This is an optimization exercise on Yosys and OpenROAD, whose aim is small area, a short achievable clock period and few clock cycles per item, not a production implementation. Only simulation tests tie the RTL to the original design; equivalence was not proved.

Setup of the baseline:
==> flow/design.v <==
`timescale 1ns/1ps
module divider_top (
    input  logic        clk,
    input  logic        rst_n,
    input  logic [31:0] op1,
    input  logic [31:0] op2,
    input  logic [2:0]  funct3,
    input  logic        start,
    input  logic        ack,
    output logic [31:0] result,
    output logic        done
);
    localparam logic [1:0] S_IDLE = 2'd0;
    localparam logic [1:0] S_PREP = 2'd1;
    localparam logic [1:0] S_ITER = 2'd2;
    localparam logic [1:0] S_FIX  = 2'd3;
    logic [1:0]  st_q;
    logic [31:0] r_q;       
    logic [32:0] t_q;       
    logic [31:0] q_q;       
    logic [3:0]  cnt_q;     
    logic        rem_q;     
    logic        sgn_q;     
    logic        neg_q;     
    assign result = q_q;
    logic        sa, sb;
    logic [31:0] a1, b1;
    logic [31:0] abs_a, abs_b;
    logic [5:0]  la1, lb1;
    logic [5:0]  la_hi, lb_lo;
    logic [5:0]  dl;
    logic [32:0] t_init;
    assign sa    = sgn_q & r_q[31];
    assign sb    = sgn_q & t_q[31];
    assign a1    = r_q ^ {32{sa}};
    assign b1    = t_q[31:0] ^ {32{sb}};
    assign abs_a = a1 + 32'(sa);
    assign abs_b = b1 + 32'(sb);
    always_comb begin
        la1 = 6'd0;
        for (int i = 0; i < 32; i++)
            if (a1[i]) la1 = 6'(i + 1);
    end
    always_comb begin
        lb1 = 6'd0;
        for (int i = 0; i < 32; i++)
            if (b1[i]) lb1 = 6'(i + 1);
    end
    assign la_hi   = la1 + 6'(sa);
    assign lb_lo   = (lb1 == 6'd0) ? 6'd1 : lb1;
    assign dl      = la_hi - lb_lo;
    assign t_init = {1'b0, abs_b} << {dl[4:1], 1'b0};
    logic        sa_i, sb_i;
    logic [31:0] a1_i, b1_i;
    logic [31:0] hi_a;      
    logic [31:0] hi_a_sh;   
    logic        bz_i, short_i, fast_i;
    assign sa_i = ~funct3[0] & op1[31];
    assign sb_i = ~funct3[0] & op2[31];
    assign a1_i = op1 ^ {32{sa_i}};
    assign b1_i = op2 ^ {32{sb_i}};
    always_comb begin
        logic [31:0] x;
        x = a1_i;
        for (int k = 1; k < 32; k = k * 2)
            x = x | (x >> k);
        hi_a = x;
    end
    assign hi_a_sh = sa_i ? {hi_a[30:0], 1'b1} : hi_a;
    assign short_i = |(b1_i & ~hi_a_sh);
    assign bz_i    = (op2 == 32'd0);
    assign fast_i  = bz_i | short_i;
    logic [32:0] s1;
    logic [31:0] r1;
    logic        q1;
    logic [32:0] s2;
    logic [31:0] r2;
    logic        q0;
    assign s1 = {1'b0, r_q} - {1'b0, t_q[30:0], 1'b0};
    assign q1 = ~s1[32] & ~t_q[32] & ~t_q[31];
    assign r1 = q1 ? s1[31:0] : r_q;
    assign s2 = {1'b0, r1} - {1'b0, t_q[31:0]};
    assign q0 = ~s2[32] & ~t_q[32];
    assign r2 = q0 ? s2[31:0] : r1;
    logic [31:0] q_shift;
    assign q_shift = {q_q[29:0], q1, q0};
    logic last;
    assign last = (cnt_q == 4'd0);
    always_ff @(posedge clk or negedge rst_n) begin
        if (!rst_n) begin
            st_q <= S_IDLE;
            done <= 1'b0;
        end else begin
            case (st_q)
                S_IDLE: begin
                    if (start) begin
                        st_q <= fast_i ? S_IDLE : S_PREP;
                        done <= fast_i;
                    end else begin
                        done <= done & ~ack;
                    end
                end
                S_PREP: begin
                    st_q <= S_ITER;
                end
                S_ITER: begin
                    if (last) begin
                        if (neg_q) begin
                            st_q <= S_FIX;
                        end else begin
                            st_q <= S_IDLE;
                            done <= 1'b1;
                        end
                    end
                end
                default: begin
                    st_q <= S_IDLE;
                    done <= 1'b1;
                end
            endcase
        end
    end
    always_ff @(posedge clk) begin
        case (st_q)
            S_IDLE: begin
                if (start) begin
                    r_q   <= op1;
                    t_q   <= {1'b0, op2};
                    rem_q <= funct3[1];
                    sgn_q <= ~funct3[0];
                    q_q   <= funct3[1] ? op1 : {32{bz_i}};
                end
            end
            S_PREP: begin
                r_q   <= abs_a;
                t_q   <= t_init;
                cnt_q <= dl[4:1];
                neg_q <= rem_q ? sa : (sa ^ sb);
                q_q   <= 32'd0;
            end
            S_ITER: begin
                r_q   <= r2;
                t_q   <= {2'b00, t_q[32:2]};
                cnt_q <= cnt_q - 4'd1;
                q_q   <= (last && rem_q) ? r2 : q_shift;
            end
            default: begin
                q_q <= -q_q;
            end
        endcase
    end
endmodule
Settings: LEC_CHECK=0, ABC_AREA=1, CAP_MARGIN=20, CORE_MARGIN=2, CORE_UTILIZATION=40, SLEW_MARGIN=20; clock period 27.0 ns.
run.sh (not shown) runs the stock make flow with config.mk's settings and CLKGATE_MAP_FILE= SYNTH_SCRIPT=/design/flow/synth_recipe.tcl, a recipe that flattens the netlist after the stock synthesis.
The baseline completed; timing, DRC and antenna clean
Testbench counts of the baseline, summed over its fixed seeds: cycles 142,263, items 32,000.
The following lists how the candidate was set up differently from the baseline:
- clearing ABC_AREA, which used to be 1
- Looking at most frequent standard cell in the layout excluding fill and tap cells, the nor2_1 result is from the candidate; the nand2_1 one comes from the baseline.
- [compare] base=the baseline new=the candidate: worst setup slack increased 0.69 ns; peak per-stage delay on the critical path up 0.08 ns; first-pass GRT wire length has increased.

========
## build 12
Another version of the RTL of divider_top (not shown whole).
Size in the first run: ~2000 cells after synthesis, about 110 flip-flops, roughly 100 I/O pins.
Settings: LEC_CHECK=0, ABC_AREA=1, CAP_MARGIN=20, CORE_MARGIN=2, CORE_UTILIZATION=50, SLEW_MARGIN=20; clock period 27.0 ns.
standard.sh (not shown) runs the stock make flow with config.mk's settings and CLKGATE_MAP_FILE= SYNTH_SCRIPT=/design/flow/synth_recipe.tcl, a recipe that flattens the netlist after the stock synthesis.
==> flow/flow/run.sh <==
#!/bin/bash
# Standard layout, with one extra step after placement: the port buffers become
# plain buffers instead of delay buffers, and the resizer sizes the placed
# netlist for a shorter period than the clock asks for (same constraints, a
# larger slack target). Everything else is the standard.sh.
set -euo pipefail
here=$(pwd)
res=$here/orfs/results/sky130hd/divider_top/base

bash standard.sh synth floorplan place > $here/log_1_standard_to_place.txt 2>&1

cp $res/3_place.odb $here/3_place_standard.odb
openroad -no_splash -exit $here/flow/resize.tcl > $here/log_2_resize.txt 2>&1
test -s $res/3_place.odb

bash standard.sh cts route finish > $here/log_3_standard_to_finish.txt 2>&1
test -s $here/out/final.def
==> flow/flow/resize.tcl <==
# size the placed design harder, under the design's own constraints
set P $::env(FLOW_HOME)/platforms/sky130hd
set res [pwd]/orfs/results/sky130hd/divider_top/base
read_liberty $P/lib/sky130_fd_sc_hd__tt_025C_1v80.lib
read_db [pwd]/3_place_standard.odb
read_sdc $res/3_place.sdc
source $P/setRC.tcl
set_dont_use {sky130_fd_sc_hd__probe_p_8 sky130_fd_sc_hd__probec_p_8 sky130_fd_sc_hd__lpflow_*
  sky130_fd_sc_hd__clkdlybuf4s* sky130_fd_sc_hd__dlygate* sky130_fd_sc_hd__dlymetal*}
estimate_parasitics -placement
report_worst_slack

# port buffers: plain buffers rather than delay buffers
foreach inst [[ord::get_db_block] getInsts] {
  set n [$inst getName]
  set m [[$inst getMaster] getName]
  if {([string match "input*" $n] || [string match "output*" $n]) && [string match "*clkdlybuf4s*" $m]} {
    replace_cell $n sky130_fd_sc_hd__buf_1
  }
}
estimate_parasitics -placement
report_worst_slack

# resize toward a 6 ns period; the constraints stay those of the design
repair_timing -setup -setup_margin 21.0 -skip_last_gasp
estimate_parasitics -placement
report_worst_slack
report_design_area

detailed_placement
check_placement -verbose
estimate_parasitics -placement
report_worst_slack
write_db $res/3_place.odb
Testbench counts of build 12, summed over its fixed seeds: cycles 156,157, items 32,000.
The inputs of build 63 differ from those of build 12 as listed below.
Settings: swapping 50 for 40 in CORE_UTILIZATION.
- Build 63: full flow OK, the timing, DRC and antenna checks passed
- Between build 63 and build 12, the clock insertion delay at the later pin of the skew report does not differ in any meaningful way.
- Summary of build 63 over build 12: global-route wire length before repair has increased; post-route non-filler standard cell count climbed about 2.8%.
- Delta (build 63 minus build 12): post-route clock period utilization ~0 delta, global-route usage -6.5 points, peak clock frequency supported by timing ~0 delta.
### build 63 -> build 34
Settings: CORE_UTILIZATION changed from 40 to 60.
==> run summary <==
Build 34 vs. build 63: fmax shows no meaningful change, first-pass GRT wire length shows a reduction of about 3%. Half-perimeter wire length of the detailed placement result (build 34 over build 63): decrease, 1300 µm. On final-layout non-clock buffer area share, build 34 and build 63 are neck and neck. Build 34 ends up with a measured slew at the worst slew-check pin that is 9.0 ps lower than in build 63. From build 63 to build 34 the numbers moved as follows: final critical-path share of the clock period saw little to no change; flop-to-flop setup slack now sits lower. Measured against build 63, the number of core rows of build 34 comes out at 0.813 times the reference value. Build 63 → build 34: total wire length after detailed routing now smaller; via count went up 2.2%.
> inputs changed (build 34 -> build 74)
Settings: CORE_UTILIZATION changed from 60 to 40.
diff --git a/flow/flow/resize.tcl b/flow/flow/resize.tcl
--- a/flow/flow/resize.tcl
+++ b/flow/flow/resize.tcl
@@ -23,2 +23,26 @@
 
+# the result flip-flops see only their port buffer and one more buffer that
+# carries their other loads, so they reach the outputs sooner
+set block [ord::get_db_block]
+set k 0
+foreach inst [$block getInsts] {
+  set n [$inst getName]
+  if {![string match "output*" $n]} continue
+  set in_net [[$inst findITerm A] getNet]
+  set loads {}
+  foreach it [$in_net getITerms] {
+    if {[$it isOutputSignal]} continue
+    set ii [$it getInst]
+    if {[$ii getName] eq $n} continue
+    lappend loads "[$ii getName]/[[$it getMTerm] getName]"
+  }
+  if {[llength $loads] > 1} {
+    insert_buffer -buffer_cell sky130_fd_sc_hd__buf_1 -net [$in_net getName] -load_pins $loads -buffer_name split_out_$k
+    incr k
+  }
+}
+puts "split $k result nets"
+estimate_parasitics -placement
+report_worst_slack
+
 # resize toward a 6 ns period; the constraints stay those of the design
Findings:
- Build 74 vs build 34: number of global-route vias before repair down slightly
- Changes observed in build 74 relative to build 34: global-route usage fell 11 points, multi-input combinational gate total stayed essentially flat, arrival time reported for the critical path endpoint saw a decrease, number of hold violations in the final report barely changed, area added between synthesis and finish now larger.
- Against build 34, build 74 comes in 32 ps higher on pre-CTS worst setup slack.
- Final design area excluding fillers ended up about 1.2% higher on build 74 than on build 34.

========
Starting RTL as in the previous note.
clock: 27.0 ns
lec_check: 0
abc_area: 1
cap_margin: 20
core_margin: 2
core_utilization: 40
slew_margin: 20
==> flow/flow/resize.tcl <==
# size the placed design harder, under the design's own constraints
set P $::env(FLOW_HOME)/platforms/sky130hd
set res [pwd]/orfs/results/sky130hd/divider_top/base
read_liberty $P/lib/sky130_fd_sc_hd__tt_025C_1v80.lib
read_db [pwd]/3_place_standard.odb
read_sdc $res/3_place.sdc
source $P/setRC.tcl
set_dont_use {sky130_fd_sc_hd__probe_p_8 sky130_fd_sc_hd__probec_p_8 sky130_fd_sc_hd__lpflow_*
  sky130_fd_sc_hd__clkdlybuf4s* sky130_fd_sc_hd__dlygate* sky130_fd_sc_hd__dlymetal*}
estimate_parasitics -placement
report_worst_slack

# port buffers: plain buffers rather than delay buffers
foreach inst [[ord::get_db_block] getInsts] {
  set n [$inst getName]
  set m [[$inst getMaster] getName]
  if {([string match "input*" $n] || [string match "output*" $n]) && [string match "*clkdlybuf4s*" $m]} {
    replace_cell $n sky130_fd_sc_hd__buf_2
  }
}
estimate_parasitics -placement
report_worst_slack

# resize toward a 6 ns period; the constraints stay those of the design
repair_timing -setup -setup_margin 21.0 -skip_last_gasp
estimate_parasitics -placement
report_worst_slack
report_design_area

detailed_placement
check_placement -verbose
estimate_parasitics -placement
report_worst_slack
write_db $res/3_place.odb
Scripts as last shown in full above: flow/flow/run.sh
The first run went through all stages and came out clean.
Testbench counts at the start, summed over its fixed seeds: cycles 156,157, items 32,000.
Rerun with:
--- a/flow/flow/resize.tcl
+++ b/flow/flow/resize.tcl
@@ -16,5 +16,5 @@
   set m [[$inst getMaster] getName]
   if {([string match "input*" $n] || [string match "output*" $n]) && [string match "*clkdlybuf4s*" $m]} {
-    replace_cell $n sky130_fd_sc_hd__buf_2
+    replace_cell $n sky130_fd_sc_hd__buf_1
   }
 }
@@ -22,6 +22,30 @@
 report_worst_slack
 
-# resize toward a 6 ns period; the constraints stay those of the design
-repair_timing -setup -setup_margin 21.0 -skip_last_gasp
+# the result flip-flops see only their port buffer and one more buffer that
+# carries their other loads, so they reach the outputs sooner
+set block [ord::get_db_block]
+set k 0
+foreach inst [$block getInsts] {
+  set n [$inst getName]
+  if {![string match "output*" $n]} continue
+  set in_net [[$inst findITerm A] getNet]
+  set loads {}
+  foreach it [$in_net getITerms] {
+    if {[$it isOutputSignal]} continue
+    set ii [$it getInst]
+    if {[$ii getName] eq $n} continue
+    lappend loads "[$ii getName]/[[$it getMTerm] getName]"
+  }
+  if {[llength $loads] > 1} {
+    insert_buffer -buffer_cell sky130_fd_sc_hd__buf_1 -net [$in_net getName] -load_pins $loads -buffer_name split_out_$k
+    incr k
+  }
+}
+puts "split $k result nets"
+estimate_parasitics -placement
+report_worst_slack
+
+# resize toward a 6.15 ns period; the constraints stay those of the design
+repair_timing -setup -setup_margin 20.85 -skip_last_gasp
 estimate_parasitics -placement
 report_worst_slack
--- a/flow/config.mk
+++ b/flow/config.mk
@@ -9,4 +9,4 @@
 export CAP_MARGIN = 20
 export CORE_MARGIN = 2
-export CORE_UTILIZATION = 40
+export CORE_UTILIZATION = 50
 export SLEW_MARGIN = 20
Outcome: Utilization increases by 11 points. Wire length increases by 1.5%. Cell area decreases by 1.4%. Via count increases by 1.3%. Clock-buffer cell count stays the same. Hold slack is better by 22 ps.

========
build 81:
divider_top, a different RTL version from the one above (not shown whole).
Size: about 2,100 cells after synthesis, roughly 110 flip-flops, roughly 100 I/O pins, about 0.013 mm^2 of cells after synthesis.
export LEC_CHECK = 0
export ABC_AREA = 1
export CAP_MARGIN = 20
export CORE_MARGIN = 2
export CORE_UTILIZATION = 70
export SLEW_MARGIN = 20
create_clock -name core_clock -period 27.0 [get_ports {clk}]
==> flow/flow/resize.tcl <==
# size the placed design harder, under the design's own constraints
set P $::env(FLOW_HOME)/platforms/sky130hd
set res [pwd]/orfs/results/sky130hd/divider_top/base
read_liberty $P/lib/sky130_fd_sc_hd__tt_025C_1v80.lib
read_db [pwd]/3_place_standard.odb
read_sdc $res/3_place.sdc
source $P/setRC.tcl
set_dont_use {sky130_fd_sc_hd__probe_p_8 sky130_fd_sc_hd__probec_p_8 sky130_fd_sc_hd__lpflow_*
  sky130_fd_sc_hd__clkdlybuf4s* sky130_fd_sc_hd__dlygate* sky130_fd_sc_hd__dlymetal*}
estimate_parasitics -placement
report_worst_slack

# port buffers: plain buffers rather than delay buffers
foreach inst [[ord::get_db_block] getInsts] {
  set n [$inst getName]
  set m [[$inst getMaster] getName]
  if {([string match "input*" $n] || [string match "output*" $n]) && [string match "*clkdlybuf4s*" $m]} {
    if {[string match "input*" $n]} {
      replace_cell $n sky130_fd_sc_hd__buf_1
    } else {
      replace_cell $n sky130_fd_sc_hd__buf_2
    }
  }
}
estimate_parasitics -placement
report_worst_slack

# resize toward a 6.4 ns period; the constraints stay those of the design
repair_timing -setup -setup_margin 20.6 -skip_last_gasp
estimate_parasitics -placement
report_worst_slack
report_design_area

detailed_placement
check_placement -verbose
estimate_parasitics -placement
report_worst_slack
write_db $res/3_place.odb
Scripts as last shown in full above: flow/flow/run.sh
Testbench counts of build 81, summed over its fixed seeds: cycles 156,157, items 32,000.
--- input diff build 81..build 31 ---
- CORE_UTILIZATION now 40, was 70
==> flow/run.sh (new file) <==
#!/bin/bash
# synth_recipe.tcl (not shown) runs the flow's synth.tcl, then flattens the netlist and writes it again
# the make line also repeats each setting of config.mk as NAME=value (left out here)
make -C /OpenROAD-flow-scripts/flow DESIGN_CONFIG=/design/flow/config.mk WORK_HOME=/design/flow/orfs CLKGATE_MAP_FILE= SYNTH_SCRIPT=/design/flow/synth_recipe.tcl finish
removed: flow/flow/run.sh
removed: flow/flow/resize.tcl
removed: flow/standard.sh
--- outcome ---
Going from build 81 to build 31, the maximum cell stage delay along the critical path was found to have gone down by 0.21 ns.
On fraction of met3 tracks used by global routing, the higher figure sits with build 81, not build 31.
On global-route wire length before repair, build 81 beats build 31.
Summary — sum of buffers and inverters on the critical path, build 31 relative to build 81: lower, by 5.
The lower final standard cell area without fillers of build 31 and build 81 is in build 81.
Of build 31 and build 81, it is build 31 that has the higher non-clock buffer total of the final layout.
Against build 81 as the reference, build 31 delivers a lower met1 demand-to-capacity share in global routing.
Relative to build 81, maximum frequency decreased by about 2.5% in build 31.
Relative to build 81, build 31 degrades clock period minus worst slack.
Compared with build 81, build 31 shows post-layout instance count excluding filler cells that has gone up by a little under 10%.
> inputs changed (build 31 -> build 73)
- CORE_UTILIZATION: 40 -> 55
==> flow/flow/run.sh (new file) <==
#!/bin/bash
# Standard layout, with one extra step after placement: the port buffers become
# plain buffers instead of delay buffers, and the resizer sizes the placed
# netlist for a shorter period than the clock asks for (same constraints, a
# larger slack target). Everything else is the standard.sh.
set -euo pipefail
here=$(pwd)
res=$here/orfs/results/sky130hd/divider_top/base

bash standard.sh synth floorplan place > $here/log_1_standard_to_place.txt 2>&1

cp $res/3_place.odb $here/3_place_standard.odb
openroad -no_splash -exit $here/flow/resize.tcl > $here/log_2_resize.txt 2>&1
test -s $res/3_place.odb

bash standard.sh cts route finish > $here/log_3_standard_to_finish.txt 2>&1
test -s $here/out/final.def
==> flow/flow/resize.tcl (new file) <==
# size the placed design harder, under the design's own constraints
set P $::env(FLOW_HOME)/platforms/sky130hd
set res [pwd]/orfs/results/sky130hd/divider_top/base
read_liberty $P/lib/sky130_fd_sc_hd__tt_025C_1v80.lib
read_db [pwd]/3_place_standard.odb
read_sdc $res/3_place.sdc
source $P/setRC.tcl
set_dont_use {sky130_fd_sc_hd__probe_p_8 sky130_fd_sc_hd__probec_p_8 sky130_fd_sc_hd__lpflow_*
  sky130_fd_sc_hd__clkdlybuf4s* sky130_fd_sc_hd__dlygate* sky130_fd_sc_hd__dlymetal*}
estimate_parasitics -placement
report_worst_slack

# port buffers: plain buffers rather than delay buffers
foreach inst [[ord::get_db_block] getInsts] {
  set n [$inst getName]
  set m [[$inst getMaster] getName]
  if {([string match "input*" $n] || [string match "output*" $n]) && [string match "*clkdlybuf4s*" $m]} {
    if {[string match "input*" $n]} { replace_cell $n sky130_fd_sc_hd__buf_1 } else { replace_cell $n sky130_fd_sc_hd__buf_2 }
  }
}
estimate_parasitics -placement
report_worst_slack

# resize toward a 6 ns period; the constraints stay those of the design
repair_timing -setup -setup_margin 21.0 -skip_last_gasp
estimate_parasitics -placement
report_worst_slack
report_design_area

detailed_placement
check_placement -verbose
estimate_parasitics -placement
report_worst_slack
write_db $res/3_place.odb
==> flow/standard.sh (new file) <==
#!/bin/bash
# synth_recipe.tcl (not shown) runs the flow's synth.tcl, then flattens the netlist and writes it again
# the make line also repeats each setting of config.mk as NAME=value (left out here)
make -C /OpenROAD-flow-scripts/flow DESIGN_CONFIG=/design/flow/config.mk WORK_HOME=/design/flow/orfs CLKGATE_MAP_FILE= SYNTH_SCRIPT=/design/flow/synth_recipe.tcl "${@:-finish}"
removed: flow/run.sh
## What came out
- Every run (build 73 and build 31) finished clean.
- NOTE: final RePlAce weighted congestion in build 73 exceeds that of build 31
- Final core area utilization: build 73 > build 31
- Summary of build 73 over build 31: design area moved down, fmax moved up, slack of the critical path moved up.
For build 35, these inputs were changed with respect to build 73:
- ABC_AREA: 1 -> unset
- CORE_UTILIZATION: 55 -> 40
==> flow/run.sh (new file) <==
#!/bin/bash
# synth_recipe.tcl (not shown) runs the flow's synth.tcl, then flattens the netlist and writes it again
# the make line also repeats each setting of config.mk as NAME=value (left out here)
make -C /OpenROAD-flow-scripts/flow DESIGN_CONFIG=/design/flow/config.mk WORK_HOME=/design/flow/orfs CLKGATE_MAP_FILE= SYNTH_SCRIPT=/design/flow/synth_recipe.tcl finish
removed: flow/flow/run.sh
removed: flow/flow/resize.tcl
removed: flow/standard.sh
## What came out
compound AO/OA/AOI/OAI gates as the main combinational cell family by area after synthesis was reported by build 35, and simple AND/OR/NAND/NOR gates by build 73.
[compare] base=build 73 new=build 35: fraction of synthesized cell area in xor and xnor cells picked up an extra 0.85 points; sequential portion of the cell area shrank by 0.71 points; adder-cell share of the synthesized area shows no meaningful change.
Edits applied to the flow inputs when going from build 35 to build 13:
- ABC_AREA now 1, previously not set
==> flow/flow/run.sh (new file) <==
#!/bin/bash
# Standard layout, with one extra step after placement: the port buffers become
# plain buffers instead of delay buffers, and the resizer sizes the placed
# netlist for a shorter period than the clock asks for (same constraints, a
# larger slack target). Everything else is the standard.sh.
set -euo pipefail
here=$(pwd)
res=$here/orfs/results/sky130hd/divider_top/base

bash standard.sh synth floorplan place > $here/log_1_standard_to_place.txt 2>&1

cp $res/3_place.odb $here/3_place_standard.odb
openroad -no_splash -exit $here/flow/resize.tcl > $here/log_2_resize.txt 2>&1
test -s $res/3_place.odb

bash standard.sh cts route finish > $here/log_3_standard_to_finish.txt 2>&1
test -s $here/out/final.def
==> flow/flow/resize.tcl (new file) <==
# size the placed design harder, under the design's own constraints
set P $::env(FLOW_HOME)/platforms/sky130hd
set res [pwd]/orfs/results/sky130hd/divider_top/base
read_liberty $P/lib/sky130_fd_sc_hd__tt_025C_1v80.lib
read_db [pwd]/3_place_standard.odb
read_sdc $res/3_place.sdc
source $P/setRC.tcl
set_dont_use {sky130_fd_sc_hd__probe_p_8 sky130_fd_sc_hd__probec_p_8 sky130_fd_sc_hd__lpflow_*
  sky130_fd_sc_hd__clkdlybuf4s* sky130_fd_sc_hd__dlygate* sky130_fd_sc_hd__dlymetal*}
estimate_parasitics -placement
report_worst_slack

# port buffers: plain buffers rather than delay buffers
foreach inst [[ord::get_db_block] getInsts] {
  set n [$inst getName]
  set m [[$inst getMaster] getName]
  if {([string match "input*" $n] || [string match "output*" $n]) && [string match "*clkdlybuf4s*" $m]} {
    replace_cell $n sky130_fd_sc_hd__buf_2
  }
}
estimate_parasitics -placement
report_worst_slack

# resize toward a 6 ns period; the constraints stay those of the design
repair_timing -setup -setup_margin 21.0 -skip_last_gasp
estimate_parasitics -placement
report_worst_slack
report_design_area

detailed_placement
check_placement -verbose
estimate_parasitics -placement
report_worst_slack
write_db $res/3_place.odb
==> flow/standard.sh (new file) <==
#!/bin/bash
# synth_recipe.tcl (not shown) runs the flow's synth.tcl, then flattens the netlist and writes it again
# the make line also repeats each setting of config.mk as NAME=value (left out here)
make -C /OpenROAD-flow-scripts/flow DESIGN_CONFIG=/design/flow/config.mk WORK_HOME=/design/flow/orfs CLKGATE_MAP_FILE= SYNTH_SCRIPT=/design/flow/synth_recipe.tcl "${@:-finish}"
removed: flow/run.sh
## What came out
- On build 13: area growth from synthesis to final layout is 3.4 points lower than what build 35 gave.
- Against build 35, build 13 comes in 0.33 points lower on clock network contribution to total cell area.
- Build 13 reports a lower multi-input gate share of total cell area than build 35 does.
- In the flow results for build 13 and build 35, the initial cell density of the core is larger on build 35.
- Compared with build 35, in build 13 signal arrival time at the worst endpoint fell 6.54 ns; share of synthesized registers carrying an async set or reset about even; final cell count rose 344; width of the die fell about 0.5%.

-- afterwards: timing with drivers on the ports --
How much do the figures lean on ideal ports? The routed layouts below were timed once more, with nothing changed but the port constraints. Step 1 (the two cells are an assumption about what drives the block):
set clk [get_ports {clk}]
set_driving_cell -lib_cell sky130_fd_sc_hd__clkbuf_16 $clk
set_driving_cell -lib_cell sky130_fd_sc_hd__buf_2 [delete_from_list [all_inputs] $clk]
Step 2, shift: input delay + t, output delay - t, t = (earliest + latest rising clock arrival at the registers) / 2. This alone moves slack from input paths to output paths. Slacks: no drivers / after step 1 / after step 2; pairs: no drivers / after step 1.
run | shift t [ns] | setup slack, ns | worst register clock-pin slew, ns
the baseline | 0.427 | 17.978 / 18.007 / 17.579 | 0.08 / 0.08
the candidate | 0.438 | 18.669 / 18.700 / 18.263 | 0.09 / 0.09
build 12 | 0.410 | 20.604 / 20.562 / 20.871 | 0.09 / 0.09
build 63 | 0.414 | 20.591 / 20.540 / 20.888 | 0.09 / 0.09
build 34 | 0.404 | 20.600 / 20.558 / 20.825 | 0.09 / 0.09
build 74 | 0.419 | 20.633 / 20.579 / 20.824 | 0.09 / 0.09
the first run of note 3 | 0.417 | 20.592 / 20.541 / 20.895 | 0.09 / 0.09
the second run of note 3 | 0.411 | 20.629 / 20.586 / 20.714 | 0.09 / 0.09
build 81 | 0.414 | 20.278 / 20.278 / 20.278 | 0.09 / 0.09
build 31 | 0.429 | 20.105 / 20.049 / 20.259 | 0.09 / 0.09
build 73 | 0.419 | 20.581 / 20.531 / 20.717 | 0.09 / 0.09
build 35 | 0.438 | 19.561 / 19.561 / 19.561 | 0.09 / 0.09
build 13 | 0.430 | 20.591 / 20.539 / 20.847 | 0.09 / 0.09
After both steps every run listed still meets setup and hold. For the candidate, which loses most, drivers alone change the setup slack by +0.031 ns; drivers and shift together by -0.406 ns.
